From an optimization exercise on the open Yosys and OpenROAD flow, aimed at small area, a short achievable clock period and few clock cycles; shortcuts taken in it are not production practice. The RTL was checked by simulation tests, not by an equivalence proof against the original design. Power figures rest on the tool's default switching activity, not on a simulated workload.

// cpuTop
module cpuTop (
    input  logic                       clk,
    input  logic                       reset,
    output logic [32-1:0] wbAdr,
    output logic [32-1:0] wbDatW,
    output logic                       wbWe,
    output logic                       wbCyc,
    output logic                       wbStb,
    input  logic [32-1:0] wbDatR,
    input  logic                       wbAck,
    output logic                       outValid,
    output logic [32-1:0] outData
);
    localparam int W = 32;
    localparam int R = 4;
    localparam int P = 10;
    logic [W-1:0] adr;
    logic         cyc;
    logic         we;
    logic         dreq;       
    logic         dLoad;      
    logic [R-1:0] dRd;        
    logic         squash;     
    logic [W-1:0] oReg;       
    logic         outV;
    logic [P-1:0]     pc;      
    isaPkg::instrWord ir;
    logic             irValid;
    logic             irWait;  
    logic [W-1:0]     aReg;    
    logic [W-1:0]     bReg;    
    logic             useImm;
    logic             subOp;
    logic             fwdA;    
    logic             fwdB;    
    logic             fresh;   
    logic [W-1:0] res;
    logic         resPend;
    logic [R-1:0] resRd;
    logic [1:0] cls;
    logic [3:0] kind;
    logic       isAluClass;
    logic       isBranch;
    logic       isSpecial;
    logic       isLoad;
    logic       isStore;
    logic       isOut;
    logic       isMem;
    logic       predTaken;
    assign cls = ir.aluForm.cls;
    assign kind = {ir.ctlForm.kind, ir.ctlForm.variant};
    assign isAluClass = !cls[1];
    assign isBranch = (cls == isaPkg::branch);
    assign isSpecial = (cls == isaPkg::special);
    assign isLoad = isSpecial && (kind == isaPkg::kindLoad);
  ...
make LEC_CHECK=0 CAP_MARGIN=20 CORE_MARGIN=2 CORE_UTILIZATION=40 PLACE_DENSITY=0.6 SETUP_SLACK_MARGIN=2.0 SLEW_MARGIN=20 TNS_END_PERCENT=100 finish   # period 5.5 ns
run.sh (not shown) runs the stock make flow with config.mk's settings and CLKGATE_MAP_FILE= SYNTH_SCRIPT=/design/flow/synth_recipe.tcl, a recipe that flattens the netlist after the stock synthesis.
Testbench counts at the start, summed over its fixed seeds: cycles 12,647.
Change:
==> flow/flow/run.sh (new file) <==
#!/bin/bash
# The standard layout (the standard.sh, standard synthesis included),
# with the port buffers made from buf_2 cells instead of the flow's default
# choice: every input and output port still gets its own buffer.
set -o pipefail
cp standard.sh standard_sh.log
export BUFFER_PORTS_ARGS="-buffer_cell sky130_fd_sc_hd__buf_2"
bash standard.sh > standard.log 2>&1
==> flow/standard.sh (new file) <==
#!/bin/bash
# synth_recipe.tcl (not shown) runs the flow's synth.tcl, then flattens the netlist and writes it again
# the make line also repeats each setting of config.mk as NAME=value (left out here)
make -C /OpenROAD-flow-scripts/flow DESIGN_CONFIG=/design/flow/config.mk WORK_HOME=/design/flow/orfs CLKGATE_MAP_FILE= SYNTH_SCRIPT=/design/flow/synth_recipe.tcl "${@:-finish}"
- ABC_AREA: not set -> 1
- SETUP_SLACK_MARGIN: 2.0 -> 2.4
removed: flow/run.sh
- The changed run ran to the end with no violations
- first-iteration DRC count grows by 41%
- hold slack improved by 0.014 ns
- cell count rises by 24%
- core utilization went up by 2.0 points
- synthesized area went up by 3.0%
- clock-buffer cell count goes down by 5
- worst setup slack gets better by 0.38 ns
- total power came out higher by 2.2%
Change:
==> flow/run.sh (new file) <==
#!/bin/bash
# synth_recipe.tcl (not shown) runs the flow's synth.tcl, then flattens the netlist and writes it again
# the make line also repeats each setting of config.mk as NAME=value (left out here)
make -C /OpenROAD-flow-scripts/flow DESIGN_CONFIG=/design/flow/config.mk WORK_HOME=/design/flow/orfs CLKGATE_MAP_FILE= SYNTH_SCRIPT=/design/flow/synth_recipe.tcl finish
- ABC_AREA: 1 -> not set
- CORE_UTILIZATION: 40 -> 55
- PLACE_DENSITY: 0.6 -> 0.7
- SETUP_SLACK_MARGIN: 2.4 -> 2.0
removed: flow/flow/run.sh
removed: flow/standard.sh
- non-clock buffer count went down by 89
- critical path depth went down by 6
- worst setup slack loses 0.47 ns
- final cell count went down by a quarter to a third
- design area went down by a few percent
- power went down by a few percent
- clock power went down slightly
- global-route usage went up by 5.8 points
- area after synthesis went down by a few percent
Change:
- CORE_UTILIZATION: 55 -> 40
- CTS_BUF_LIST: not set -> sky130_fd_sc_hd__clkbuf_8
- CTS_CLUSTER_SIZE: not set -> 24
- PLACE_DENSITY: 0.7 -> 0.6
Outcome: Register-to-register slack improved by 0.05 ns; final area shrinks by 0.60%; setup slack improved by 0.046 ns; fmax grows by 1.2%.
Change:
- CTS_BUF_LIST: sky130_fd_sc_hd__clkbuf_8 -> not set
- CTS_CLUSTER_SIZE: 24 -> not set
- SETUP_SLACK_MARGIN: 2.0 -> 1.6
The new run completed with no timing, DRC or antenna violations. Power climbs by about 4%. Worst setup slack gets worse by 0.015 ns. Die area stays the same. Register-to-register slack gains 0.02 ns. Clock skew is lower by 0.040 ns. Sequential share of layout area goes up by 1.5 points. Fmax fell by 0.38%. Combinational power went down by about 23%.
Change:
- ABC_AREA: not set -> 1
- SETUP_SLACK_MARGIN: 1.6 -> 2.0
Result:
- worst hold slack improves by 0.0037 ns
- cell area is higher by 8.7%
- sequential share of layout area is lower by 3.9 points
- clock power is lower by about 1%

---

Another version of the RTL of cpuTop (not shown whole).
Size: ~4,600 cells after synthesis, roughly 140 I/O pins, about 41,000 um2 of cells after synthesis.
make LEC_CHECK=0 ABC_AREA=1 CAP_MARGIN=20 CORE_MARGIN=2 CORE_UTILIZATION=40 PLACE_DENSITY=0.6 SETUP_SLACK_MARGIN=2.0 SLEW_MARGIN=20 TNS_END_PERCENT=100 finish   # period 5.5 ns
Stock flow here: none of the scripts above is used.
The first run completed without violations.
Testbench counts at the start, summed over its fixed seeds: cycles 12,647.
Then changed:
- SETUP_SLACK_MARGIN: 2.0 -> 2.4
Clock skew drops by 18 ps.
Via count goes up by a few percent.
Worst hold slack barely changes.
Synthesized cell count does not change.
Synthesized area stays the same.
Power rises by a few percent.
Worst setup slack gains 35 ps.
Global-route usage increases by 0.73 points.
Utilization went up by 3.1 points.
Sequential power barely changes.

---

Another version of the RTL of cpuTop (not shown whole).
Size in the first run: roughly 770 flip-flops, ~140 I/O pins, roughly 0.041 mm2 of cells after synthesis.
Design cpuTop, start of the top module:
module cpuTop (
    input  logic                       clk,
    input  logic                       reset,
    output logic [32-1:0] wbAdr,
    output logic [32-1:0] wbDatW,
    output logic                       wbWe,
    output logic                       wbCyc,
    output logic                       wbStb,
    input  logic [32-1:0] wbDatR,
    input  logic                       wbAck,
    output logic                       outValid,
    output logic [32-1:0] outData
);
Settings: LEC_CHECK=0, CAP_MARGIN=20, CORE_MARGIN=2, CORE_UTILIZATION=40, CTS_BUF_LIST=sky130_fd_sc_hd__clkbuf_8, CTS_CLUSTER_SIZE=24, PLACE_DENSITY=0.6, SETUP_SLACK_MARGIN=2.5, SLEW_MARGIN=20, TNS_END_PERCENT=100; clock period 5.5 ns.
The first run passed the timing, DRC and antenna checks.
Testbench counts at the start, summed over its fixed seeds: cycles 12,827.
Rerun with:
--- a/flow/config.mk
+++ b/flow/config.mk
@@ -13,3 +13,3 @@
 export PLACE_DENSITY = 0.6
-export SETUP_SLACK_MARGIN = 2.5
+export SETUP_SLACK_MARGIN = 2.0
 export SLEW_MARGIN = 20
After rerunning:
- The changed run passed the timing, DRC and antenna checks
- combinational power falls by 26%
- global-route usage falls by 1.9 points
- via count falls by about 6%
- core utilization falls by 4.6 points
- fmax falls by 0.76%
- clock power rises by 8.4%

[re-timing with driven ports]
How much do the figures lean on ideal ports? The routed layouts below were timed once more, with nothing changed but the port constraints.
Step 1 (the two cells are an assumption about what drives the block):
set clk [get_ports {clk}]
set_driving_cell -lib_cell sky130_fd_sc_hd__clkbuf_16 $clk
set_driving_cell -lib_cell sky130_fd_sc_hd__buf_2 [delete_from_list [all_inputs] $clk]
Step 2 also shifts input and output timing later by t, the mid clock arrival at the registers, as if the neighbouring blocks saw the same clock.
Slacks: ideal / step 1 / step 2; pairs: ideal / step 1.
run | t, ns | setup WS [ns] | hold slack, ns
the first run of note 1 | 0.718 | 1.679 / 1.679 / 1.375 | 0.451 / 0.451 / 0.451
the second run of note 1 | 0.731 | 2.058 / 2.058 / 1.664 | 0.464 / 0.464 / 0.464
the third run of note 1 | 0.718 | 1.586 / 1.586 / 1.225 | 0.458 / 0.458 / 0.458
the fourth run of note 1 | 0.849 | 1.633 / 1.633 / 1.148 | 0.451 / 0.451 / 0.451
the fifth run of note 1 | 0.715 | 1.618 / 1.651 / 0.942 | 0.459 / 0.459 / 0.459
the sixth run of note 1 | 0.742 | 2.015 / 2.019 / 1.319 | 0.463 / 0.463 / 0.463
the first run of note 2 | 0.719 | 2.058 / 2.062 / 1.343 | 0.463 / 0.463 / 0.463
the second run of note 2 | 0.732 | 2.093 / 2.093 / 1.477 | 0.462 / 0.462 / 0.462
the first run of note 3 | 0.889 | 1.799 / 1.799 / 1.124 | 0.482 / 0.482 / 0.482
the second run of note 3 | 0.899 | 1.771 / 1.771 / 1.091 | 0.460 / 0.460 / 0.460
After both steps setup and hold are still met in every run listed. The setup slack of the first run of note 2, which loses most, moves by +0.004 ns with the drivers and by -0.715 ns with both steps.
